This design comes from an exercise in tuning for small area, a short achievable clock period and few clock cycles on the open sky130 flow, not from production work. In this exercise RTL edits were held to simulation tests only and were not proved equivalent to the original. Power is estimated from default activity; no workload was simulated.

## before
## reverse_impact_detector_unit
module reverse_impact_detector_unit #(
  parameter int unsigned SPEED_DEPTH = rid_pkg::SPEED_DEPTH,
  parameter int unsigned ACCEL_DEPTH = rid_pkg::ACCEL_DEPTH
) (
  input  logic         clk_i,
  input  logic         rst_ni,
  input  logic         s_axis_tvalid,
  output logic         s_axis_tready,
  input  logic [79:0]  s_axis_tdata,
  input  logic [1:0]   s_axis_tuser,
  output logic         m_axis_tvalid,
  input  logic         m_axis_tready,
  output logic [55:0]  m_axis_tdata,
  input  logic         cfg_we_i,
  input  logic [1:0]   cfg_idx_i,
  input  logic [31:0]  cfg_data_i
);
  logic signed [15:0] peak_thr_q;
  logic [15:0]        zspread_thr_q;
  logic [31:0]        hold_q;
  logic signed [15:0] limit_q;
  logic signed [19:0] lim10_q;
  always_ff @(posedge clk_i or negedge rst_ni) begin
    if (!rst_ni) begin
      peak_thr_q    <= '0;
      zspread_thr_q <= '0;
      hold_q        <= '0;
      limit_q       <= rid_pkg::SPEED_LIMIT_RST;
    end else if (cfg_we_i) begin
      case (cfg_idx_i)
        2'd0: peak_thr_q    <= cfg_data_i[15:0];
        2'd1: zspread_thr_q <= cfg_data_i[15:0];
        2'd2: hold_q        <= cfg_data_i;
        2'd3: limit_q       <= cfg_data_i[15:0];
        default: ;
      endcase
    end
  end
  always_ff @(posedge clk_i) begin
    lim10_q <= (20'(limit_q) <<< 3) + (20'(limit_q) <<< 1);
  end
  logic        tready_q;
  logic        acc;
  logic        s1s_q, s1a_q, s1e_q;
  logic signed [15:0] d_spd_q;
  logic [15:0] d_ax_q, d_az_q;
  logic [31:0] now1_q;
  logic [1:0]  rsv_q;           
  logic        e1_adv, e1_stuck, s1e_d, pop;
  logic [1:0]  rsv_adv;
  assign acc      = s_axis_tvalid & tready_q;
  assign e1_adv   = s1e_q & (rsv_q != 2'd2);
  assign e1_stuck = s1e_q & ~e1_adv;
  assign s1e_d    = (acc & (s_axis_tuser == rid_pkg::CMD_EVAL)) | e1_stuck;
  assign rsv_adv  = rsv_q + 2'(e1_adv);
  always_ff @(posedge clk_i or negedge rst_ni) begin
    if (!rst_ni) begin
      tready_q <= 1'b0;
      s1s_q    <= 1'b0;
      s1a_q    <= 1'b0;
      s1e_q    <= 1'b0;
      rsv_q    <= '0;
    end else begin
      tready_q <= ~(s1e_d & (rsv_adv == 2'd2));
      s1s_q    <= acc & (s_axis_tuser == rid_pkg::CMD_SPEED);
      s1a_q    <= acc & (s_axis_tuser == rid_pkg::CMD_ACCEL);
      s1e_q    <= s1e_d;
  ...
Size: about 12,000 cells after synthesis, roughly 4,900 flip-flops, ~180 I/O pins, about 190,000 sq um of cells after synthesis.
Settings: LEC_CHECK=0, CAP_MARGIN=20, CORE_MARGIN=2, CORE_UTILIZATION=40, SLEW_MARGIN=20; clock period 10.0 ns.
run.sh (not shown) runs the stock make flow with config.mk's settings and CLKGATE_MAP_FILE= SYNTH_SCRIPT=/design/flow/synth_recipe.tcl, a recipe that flattens the netlist after the stock synthesis.
Both conditions hold for before: the flow ran to the end and the final layout passed the timing, DRC and antenna checks.
Testbench counts of before, summed over its fixed seeds: cycles 8,659.
Input changes introduced in after (baseline for comparison: before):
-- flow/config.mk --
<<< before, line 9
export CORE_MARGIN = 2
export CORE_UTILIZATION = 40
export SLEW_MARGIN = 20
>>> after, line 9
export CORE_MARGIN = 2
export CORE_UTILIZATION = 40
export SETUP_SLACK_MARGIN = 5
export SLEW_MARGIN = 20
Findings:
- Number of gates given a new drive strength after cts was higher in after than in before.
- after: proportion of power drawn by combinational gates is 0.2 points higher than what before reported.
- Cmp after vs before: total of plain and repair buffers excluding clock buffers higher in after
- On post-layout total power, after does worse than before.
- Comparing before and after, maximum frequency is higher on after.
- As far as final cell count is concerned, after and before perform about the same.
- Sort before and after by fraction of final layout cells sized beyond drive strength 1 desc -> top: after

* * *

Another version of the RTL of reverse_impact_detector_unit (not shown whole).
Size in the first run: about 13000 cells after synthesis, ~180 I/O pins, roughly 190000 µm² of cells after synthesis.
Settings: LEC_CHECK=0, CAP_MARGIN=20, CORE_MARGIN=2, CORE_UTILIZATION=40, CTS_BUF_LIST=sky130_fd_sc_hd__clkbuf_8, CTS_CLUSTER_DIAMETER=60, CTS_CLUSTER_SIZE=12, SLEW_MARGIN=20; clock period 10.0 ns.
standard.sh (not shown) runs the stock make flow with config.mk's settings and CLKGATE_MAP_FILE= SYNTH_SCRIPT=/design/flow/synth_recipe.tcl, a recipe that flattens the netlist after the stock synthesis.
==> flow/flow/run.sh <==
#!/bin/bash
set -euo pipefail
W=$PWD
mkdir -p scripts_abc
for f in "$FLOW_HOME"/scripts/*; do
  ln -sfn "$f" "scripts_abc/$(basename "$f")"
done
rm -f scripts_abc/abc_speed.script
cp flow/abc_speed.script scripts_abc/abc_speed.script
sed 's|"\${@:-finish}"|SCRIPTS_DIR='"$W"'/scripts_abc "${@:-finish}"|' standard.sh > standard_synth_abc.sh
sed 's|"\${@:-finish}"|SETUP_SLACK_MARGIN=6.3 "${@:-finish}"|' standard.sh > standard_margin.sh
grep -q 'scripts_abc' standard_synth_abc.sh
grep -q 'SETUP_SLACK_MARGIN=6.3' standard_margin.sh
bash standard_synth_abc.sh synth > make_synth.log 2>&1
R=orfs/results/${FLOW_PLATFORM}/reverse_impact_detector_unit/base
md5sum "$R/1_2_yosys.v" > synth_netlist.md5
bash standard_margin.sh > make_flow.log 2>&1
if md5sum -c --status synth_netlist.md5; then
  echo "layout built on the delay-mapped synthesis" >> make_flow.log
else
  echo "WARNING: synthesis was run again by the layout make" >> make_flow.log
fi
test -f out/final.def
==> flow/flow/abc_speed.script <==
strash
dch
map -D 2000
strash
dch
map -D 2000
buffer -c
topo
stime -c
upsize -c
dnsize -c
Testbench counts at the start, summed over its fixed seeds: cycles 8,602.
Then changed:
--- a/flow/flow/run.sh
+++ b/flow/flow/run.sh
@@ -11 +11 @@
-sed 's|"\${@:-finish}"|SETUP_SLACK_MARGIN=6.3 "${@:-finish}"|' standard.sh > standard_margin.sh
+sed 's|"\${@:-finish}"|SETUP_SLACK_MARGIN=6.6 "${@:-finish}"|' standard.sh > standard_margin.sh
@@ -13 +13 @@
-grep -q 'SETUP_SLACK_MARGIN=6.3' standard_margin.sh
+grep -q 'SETUP_SLACK_MARGIN=6.6' standard_margin.sh
--- a/flow/config.mk
+++ b/flow/config.mk
@@ -13 +13 @@
-export CTS_CLUSTER_SIZE = 12
+export CTS_CLUSTER_SIZE = 16
Result: Flip-flop and latch count does not change; final cell count is higher by 0.57%; wire length goes up by 2.6%; register-to-register slack gets better by 20 ps; worst hold slack barely changes; global-route usage grows by 0.40 points; sequential share of layout area fell by 1.2 points; combinational power came out higher by 13%; design area rises by 1.9%; setup slack improves by 18 ps.

* * *

## ember
Another version of the RTL of reverse_impact_detector_unit (not shown whole).
Size in the first run: about 12,000 cells after synthesis, about 5,100 flip-flops, ~190,000 sq um of cells after synthesis.
==> flow/config.mk <==
export PLATFORM = sky130hd
export DESIGN_NAME = reverse_impact_detector_unit
export DESIGN_NICKNAME = reverse_impact_detector_unit
export VERILOG_FILES = /design/flow/design.v
export SDC_FILE = /design/flow/constraint.sdc
export NUM_CORES = 4
export LEC_CHECK = 0
export CAP_MARGIN = 20
export CORE_MARGIN = 2
export CORE_UTILIZATION = 40
export CTS_BUF_LIST = sky130_fd_sc_hd__clkbuf_8
export CTS_CLUSTER_DIAMETER = 60
export CTS_CLUSTER_SIZE = 12
export SLEW_MARGIN = 20
==> flow/constraint.sdc <==
create_clock -name core_clock -period 10.0 [get_ports {clk_i}]
set_input_delay 2.0000 -clock core_clock [delete_from_list [all_inputs] [get_ports {clk_i}]]
set_output_delay 2.0000 -clock core_clock [all_outputs]
set_load 0.01 [all_outputs]
==> flow/flow/run.sh <==
#!/bin/bash
set -euo pipefail
W=$PWD
mkdir -p scripts_abc
for f in "$FLOW_HOME"/scripts/*; do
  ln -sfn "$f" "scripts_abc/$(basename "$f")"
done
rm -f scripts_abc/abc_speed.script
cp flow/abc_speed.script scripts_abc/abc_speed.script
sed 's|"\${@:-finish}"|SCRIPTS_DIR='"$W"'/scripts_abc "${@:-finish}"|' standard.sh > standard_synth_abc.sh
sed 's|"\${@:-finish}"|SETUP_SLACK_MARGIN=6.3 "${@:-finish}"|' standard.sh > standard_margin.sh
grep -q 'scripts_abc' standard_synth_abc.sh
grep -q 'SETUP_SLACK_MARGIN=6.3' standard_margin.sh
bash standard_synth_abc.sh synth > make_synth.log 2>&1
R=orfs/results/${FLOW_PLATFORM}/reverse_impact_detector_unit/base
md5sum "$R/1_2_yosys.v" > synth_netlist.md5
bash standard_margin.sh > make_flow.log 2>&1
if md5sum -c --status synth_netlist.md5; then
  echo "layout built on the delay-mapped synthesis" >> make_flow.log
else
  echo "WARNING: synthesis was run again by the layout make" >> make_flow.log
fi
test -f out/final.def
Scripts as last shown in full above: flow/flow/abc_speed.script
Testbench counts of ember, summed over its fixed seeds: cycles 8,659.
What fjord does differently from ember at the input level:
Settings: clearing CTS_CLUSTER_DIAMETER, which used to be 60; clearing CTS_BUF_LIST, which used to be sky130_fd_sc_hd__clkbuf_8; clearing CTS_CLUSTER_SIZE, which used to be 12.
Results
Looking at the reports, fjord completed the entire flow and the layout it produced met the timing, DRC and antenna checks. fjord: fmax lower than ember. fjord has less setup slack than ember. Transition time at the pin with the least slew margin in fjord vs ember: down 0.020 ns. On number of nets in the finished design, fjord tracks ember almost exactly. Compared with ember, fjord shows a lower number of filler cells placed in the layout. fjord packs its core tighter than ember.

* * *

## the previous run
reverse_impact_detector_unit, a different RTL version from the one above (not shown whole).
For scale: ~13000 cells after synthesis, ~5100 flip-flops, roughly 180 I/O pins, ~0.19 mm² of cells after synthesis.
Settings: LEC_CHECK=0, CAP_MARGIN=20, CORE_MARGIN=2, CORE_UTILIZATION=40, CTS_BUF_LIST=sky130_fd_sc_hd__clkbuf_8, CTS_CLUSTER_DIAMETER=60, CTS_CLUSTER_SIZE=12, SLEW_MARGIN=20; clock period 10.0 ns.
Scripts as last shown in full above: flow/flow/run.sh, flow/flow/abc_speed.script
Testbench counts of the previous run, summed over its fixed seeds: cycles 8,659.
## Diff of input files: the current run against the previous run
- CTS_CLUSTER_SIZE: 12 -> 16
Findings:
- Share of final-layout standard cells stronger than drive strength 1 across the current run and the previous run: no real change.
- Changes observed in the current run relative to the previous run: routed wire length fell by 1100 µm, synthesis-to-finish area growth fell by 0.36 points.
- Looking at the current run and the previous run, the clock power is a wash.
- Against the previous run, setup slack in the current run came out better.
- [compare] base=the previous run new=the current run: minimum hold slack increased 0.016 ns, routed length on met2 essentially unchanged.
- The switching power total of the current run and that of the previous run are within noise of each other.
- Setup fix buffers added after clock tree synthesis for the current run is lower than for the previous run.
- Relative to the previous run, share of power burned in the clock network decreased by 0.4 points in the current run.
- met1 wire length was lower in the current run than in the previous run.

afterwards: timing with drivers on the ports:
The results above use ideal ports. As a check the final layouts listed here were re-extracted and re-timed, cells and wires unchanged. Step 1, drivers: a clkbuf_16 drives clk_i and a buf_2 each remaining input, both assumed. Step 2, shift: input delay + t, output delay - t, t = (earliest + latest rising clock arrival at the registers) / 2. This alone moves slack from input paths to output paths. Slacks: ideal ports / drivers / drivers and shift; pairs: ideal ports / drivers.
run	shift t [ns]	setup slack, ns	hold WS [ns]	cell pins on the clock port's net
before	1.093	3.827 / 3.827 / 3.827	0.335 / 0.335 / 0.335	1
after	1.095	5.160 / 5.160 / 5.160	0.334 / 0.334 / 0.334	1
the first run of note 2	1.266	5.909 / 5.909 / 5.355	0.327 / 0.327 / 0.327	1
the second run of note 2	1.255	5.928 / 5.928 / 5.568	0.330 / 0.330 / 0.330	1
ember	1.236	6.149 / 6.134 / 5.415	0.322 / 0.322 / 0.322	1
fjord	1.089	6.113 / 6.113 / 5.426	0.327 / 0.327 / 0.327	1
the previous run	1.239	6.198 / 6.099 / 5.372	0.318 / 0.318 / 0.318	1
the current run	1.232	6.203 / 6.100 / 5.376	0.334 / 0.334 / 0.334	1
After both steps setup and hold are still met in every run listed. For the current run, which loses most, drivers alone change the setup slack by -0.103 ns; drivers and shift together by -0.827 ns.
